Background: an optimization exercise with open tools, aiming at small area. Do not read the settings as production practice. The RTL was checked by simulation tests, not by an equivalence proof against the original design. Power and IR drop assume default switching activity.

==> flow/design.v <==
package pool_frame_buffer_pkg;
  localparam int PP = 8;
  localparam int DIM = 28;
  localparam int POOL = 2;
  localparam int OUT_DIM = DIM / POOL;
  localparam int N = OUT_DIM * OUT_DIM;
  localparam int AW = $clog2(N);
  typedef enum logic [1:0] {RD_IDLE, RD_LOAD, RD_STREAM} rd_state_t;
endpackage
import pool_frame_buffer_pkg::*;
module pfb_bank_ram
#(
  parameter int W = PP + 1,
  parameter int D = N
) (
  input  logic          clk,
  input  logic          sh,
  input  logic          nsh,
  input  logic [W-1:0]  din,     
  output logic [W-1:0]  head,    
  output logic [W-1:0]  next     
);
  logic [W*D-1:0] sr;
  always_ff @(posedge clk) begin
    sr <= ~(({(W*D){sh}} | sr) & ({(W*D){nsh}} | {sr[W*(D-1)-1:0], din}));
  end
  assign head = sr[W*D-1 -: W];
  assign next = sr[W*(D-1)-1 -: W];
endmodule
import pool_frame_buffer_pkg::*;
module pool_frame_buffer
(
  input  logic          clk,
  input  logic          reset,
  input  logic [PP:0]   in_data,
  input  logic          in_valid,
  output logic [PP:0]   out_data,
  output logic [AW-1:0] out_idx,
  output logic          out_valid,
  input  logic          out_ready,
  output logic          out_last,
  output logic          frame_done,
  output logic          overflow
);
  localparam logic [AW-1:0] LAST = AW'(N - 1);
  logic wbank, rbank, wr_en, wr_last, hs, rel, ld, wfull, p;
  logic [1:0] bank_full, sh_n, sh, nsh;
  logic [AW-1:0] wr_idx;
  logic [PP:0] in_q, head0, head1, next0, next1, word0, word1;
  assign wfull = wbank ? bank_full[1] : bank_full[0];
  assign wr_en = in_valid && !wfull;
  assign wr_last = wr_en && wr_idx == LAST;
  assign hs = out_valid && out_ready;
  assign out_last = out_idx[7] && out_idx[6] && out_idx[1] && out_idx[0];
  assign rel = hs && out_last;
  assign sh_n[0] = (wr_en && !wbank) || (hs && !rbank);
  assign sh_n[1] = (wr_en && wbank) || (hs && rbank);
  always_ff @(posedge clk) begin
    p <= !p;
    in_q <= in_data ^ {(PP + 1){!p}};
    sh <= sh_n;
    nsh <= ~sh_n;
  end
  pfb_bank_ram #(.W(PP + 1), .D(N)) bank0 (.clk(clk), .sh(sh[0]), .nsh(nsh[0]), .din(in_q), .head(head0), .next(next0));
  pfb_bank_ram #(.W(PP + 1), .D(N)) bank1 (.clk(clk), .sh(sh[1]), .nsh(nsh[1]), .din(in_q), .head(head1), .next(next1));
  assign word0 = sh[0] ? next0 : head0;
  assign word1 = sh[1] ? next1 : head1;
  assign out_data = (rbank ? word1 : word0) ^ {(PP + 1){p}};
  always_ff @(posedge clk) begin
    if (!reset) begin
      wbank <= 1'b0;
      rbank <= 1'b0;
      wr_idx <= '0;
      bank_full <= 2'b00;
      frame_done <= 1'b0;
      overflow <= 1'b0;
      ld <= 1'b0;
      out_valid <= 1'b0;
      out_idx <= '0;
    end else begin
      frame_done <= wr_last;
      if (in_valid && wfull) overflow <= 1'b1;
      if (wr_en) wr_idx <= wr_last ? '0 : wr_idx + AW'(1);
      if (wr_last) wbank <= !wbank;
      if (rel) rbank <= !rbank;
      bank_full <= (bank_full & ~(rel ? 2'b01 << rbank : 2'b00)) | (wr_last ? 2'b01 << wbank : 2'b00);
      ld <= !ld && !out_valid && (rbank ? bank_full[1] : bank_full[0]);
      if (ld) out_valid <= 1'b1;
      else if (rel) out_valid <= 1'b0;
      if (hs) out_idx <= out_last ? '0 : out_idx + AW'(1);
    end
  end
endmodule
clock: 10.0 ns
lec_check: 0
abc_area: 1
cap_margin: 20
core_margin: 2
core_utilization: 60
cts_buf_list: sky130_fd_sc_hd__clkbuf_2 sky130_fd_sc_hd__clkbuf_4 sky130_fd_sc_hd__clkbuf_8
cts_cluster_diameter: 50
cts_cluster_size: 20
slew_margin: 20
synth_memory_max_bits: 8192
standard.sh (not shown) runs the stock make flow with config.mk's settings and CLKGATE_MAP_FILE= SYNTH_SCRIPT=/design/flow/synth_recipe.tcl, a recipe that flattens the netlist after the stock synthesis.
==> flow/flow/run.sh <==
#!/bin/bash
# Standard layout (the standard.sh, unchanged synthesis) with two CTS/port-buffer options:
# clock tree built without dummy loads, and small buffers on the ports.
set -e
export CTS_ARGS="-sink_clustering_enable -repair_clock_nets -dont_use_dummy_load -buf_list {sky130_fd_sc_hd__clkbuf_2 sky130_fd_sc_hd__clkbuf_4 sky130_fd_sc_hd__clkbuf_8} -sink_clustering_size 20 -sink_clustering_max_diameter 50"
export BUFFER_PORTS_ARGS="-buffer_cell sky130_fd_sc_hd__buf_1"
bash standard.sh > standard.log 2>&1
Then changed:
==> flow/run.sh (new file) <==
#!/bin/bash
# synth_recipe.tcl (not shown) runs the flow's synth.tcl, then flattens the netlist and writes it again
# the make line also repeats each setting of config.mk as NAME=value (left out here)
make -C /OpenROAD-flow-scripts/flow DESIGN_CONFIG=/design/flow/config.mk WORK_HOME=/design/flow/orfs CLKGATE_MAP_FILE= SYNTH_SCRIPT=/design/flow/synth_recipe.tcl finish
Settings changed: CTS_BUF_LIST sky130_fd_sc_hd__clkbuf_2 sky130_fd_sc_hd__clkbuf_4 sky130_fd_sc_hd__clkbuf_8 to default, CTS_CLUSTER_DIAMETER 50 to default, CTS_CLUSTER_SIZE 20 to default.
removed: flow/flow/run.sh
removed: flow/standard.sh
Outcome: Cell count grows by 3.7%. Die area does not change. Routed wire length increases by 5.6%. Worst setup slack gets worse by 0.11 ns. Design area climbs by 8.2%. Clock skew hardly moves. Total power rose by 27%. First-iteration DRC count rises by 4.4%. Synthesized area stays the same.
Then changed:
Settings changed: CTS_BUF_LIST from default to sky130_fd_sc_hd__clkbuf_2 sky130_fd_sc_hd__clkbuf_4 sky130_fd_sc_hd__clkbuf_8, CTS_CLUSTER_DIAMETER from default to 50, CTS_CLUSTER_SIZE from default to 20.
=> Critical path depth stays the same. Sequential power barely changes. Wire length fell by about 3.2%. Maximum frequency fell by 1.6%. Combinational power hardly moves. Synthesized area does not change. Via count fell by 1.7%. Total power fell by about 18%. Final area fell by 6.1%.
Then changed:
==> flow/flow/run.sh (new file) <==
#!/bin/bash
# Standard layout (the standard.sh, unchanged synthesis) with two CTS/port-buffer options:
# clock tree built without dummy loads, and small buffers on the ports.
set -e
export CTS_ARGS="-sink_clustering_enable -repair_clock_nets -dont_use_dummy_load -buf_list {sky130_fd_sc_hd__clkbuf_2 sky130_fd_sc_hd__clkbuf_4 sky130_fd_sc_hd__clkbuf_8} -sink_clustering_size 20 -sink_clustering_max_diameter 50"
export BUFFER_PORTS_ARGS="-buffer_cell sky130_fd_sc_hd__buf_1"
bash standard.sh > standard.log 2>&1
==> flow/standard.sh (new file) <==
#!/bin/bash
# synth_recipe.tcl (not shown) runs the flow's synth.tcl, then flattens the netlist and writes it again
# the make line also repeats each setting of config.mk as NAME=value (left out here)
make -C /OpenROAD-flow-scripts/flow DESIGN_CONFIG=/design/flow/config.mk WORK_HOME=/design/flow/orfs CLKGATE_MAP_FILE= SYNTH_SCRIPT=/design/flow/synth_recipe.tcl "${@:-finish}"
Settings changed: CORE_UTILIZATION 60 to 80.
removed: flow/run.sh
Result:
- hold slack barely changes
- power shrinks by 4.8%
- die area shrinks by 25%
- wire length grows by 4.3%
- design area shrinks by 2.5%

== amber ==
// pool_frame_buffer: RTL as listed in full above, without the edits since
make LEC_CHECK=0 ABC_AREA=1 CAP_MARGIN=20 CORE_MARGIN=2 CORE_UTILIZATION=60 CTS_BUF_LIST='sky130_fd_sc_hd__clkbuf_4 sky130_fd_sc_hd__clkbuf_8' CTS_CLUSTER_SIZE=30 SLEW_MARGIN=20 SYNTH_MEMORY_MAX_BITS=8192 finish   # period 10.0 ns
run.sh (not shown) runs the stock make flow with config.mk's settings and CLKGATE_MAP_FILE= SYNTH_SCRIPT=/design/flow/synth_recipe.tcl, a recipe that flattens the netlist after the stock synthesis.
Stock flow here: none of the scripts above is used.
Changes in zinc relative to amber:
==> flow/flow/run.sh (new file) <==
#!/bin/bash
# Standard layout (the standard.sh, unchanged synthesis) with two CTS/port-buffer options:
# clock tree built without dummy loads, and small buffers on the ports.
set -e
export CTS_ARGS="-sink_clustering_enable -repair_clock_nets -dont_use_dummy_load -buf_list {sky130_fd_sc_hd__clkbuf_2 sky130_fd_sc_hd__clkbuf_4 sky130_fd_sc_hd__clkbuf_8} -sink_clustering_size 20 -sink_clustering_max_diameter 50"
export BUFFER_PORTS_ARGS="-buffer_cell sky130_fd_sc_hd__buf_1"
bash standard.sh > standard.log 2>&1
==> flow/standard.sh (new file) <==
#!/bin/bash
# synth_recipe.tcl (not shown) runs the flow's synth.tcl, then flattens the netlist and writes it again
# the make line also repeats each setting of config.mk as NAME=value (left out here)
make -C /OpenROAD-flow-scripts/flow DESIGN_CONFIG=/design/flow/config.mk WORK_HOME=/design/flow/orfs CLKGATE_MAP_FILE= SYNTH_SCRIPT=/design/flow/synth_recipe.tcl "${@:-finish}"
==> flow/config.mk <==
export PLATFORM = sky130hd
export DESIGN_NAME = pool_frame_buffer
export DESIGN_NICKNAME = pool_frame_buffer
export VERILOG_FILES = /design/flow/design.v
export SDC_FILE = /design/flow/constraint.sdc
export NUM_CORES = 4
export LEC_CHECK = 0
export ABC_AREA = 1
export CAP_MARGIN = 5
export CORE_MARGIN = 2
export CORE_UTILIZATION = 80
export SLEW_MARGIN = 5
export SYNTH_MEMORY_MAX_BITS = 8192
removed: flow/run.sh
### Flow results
Number of filler instances in the final layout was higher in amber than in zinc. Between amber and zinc, the HPWL after detailed placement is higher for zinc. In zinc, the final area came out 8.6% below the value in amber. Between amber and zinc, transition time at the pin with the least slew margin is lower for amber, zinc comes in above that. zinc vs. amber: antenna diode count went down by 1. The final layout from zinc, which completed every stage, passed the timing, DRC and antenna checks at the end of the flow.

## afterwards: timing with drivers on the ports
The flow's constraints put no driver on any port. The routed layouts listed below were extracted and timed again, unchanged, in two steps.
Step 1 sets driving cells, clkbuf_16 on the clock port and buf_2 on the other inputs (assumed; they add their load-dependent delay and slew).
Step 2 also shifts input and output timing later by t, the mid clock arrival at the registers, as if the neighbouring blocks saw the same clock.
Three values: ideal ports, drivers, drivers and shift; two values: the first two.
run	shift t [ns]	setup WS [ns]	hold slack, ns	worst data-port slew with drivers (ns)
the first run of note 1	1.023	4.791 / 4.718 / 5.116	0.390 / 0.390 / 0.390	0.06
the second run of note 1	0.966	4.677 / 4.601 / 5.311	0.401 / 0.401 / 0.401	0.05
the third run of note 1	1.026	4.592 / 4.516 / 5.327	0.409 / 0.409 / 0.409	0.05
the fourth run of note 1	0.981	4.541 / 4.472 / 5.453	0.408 / 0.408 / 0.408	0.03
amber	1.068	4.552 / 4.476 / 5.282	0.406 / 0.406 / 0.406	0.05
zinc	0.977	4.535 / 4.467 / 5.307	0.408 / 0.408 / 0.408	0.03
After both steps setup and hold are still met in every run listed.
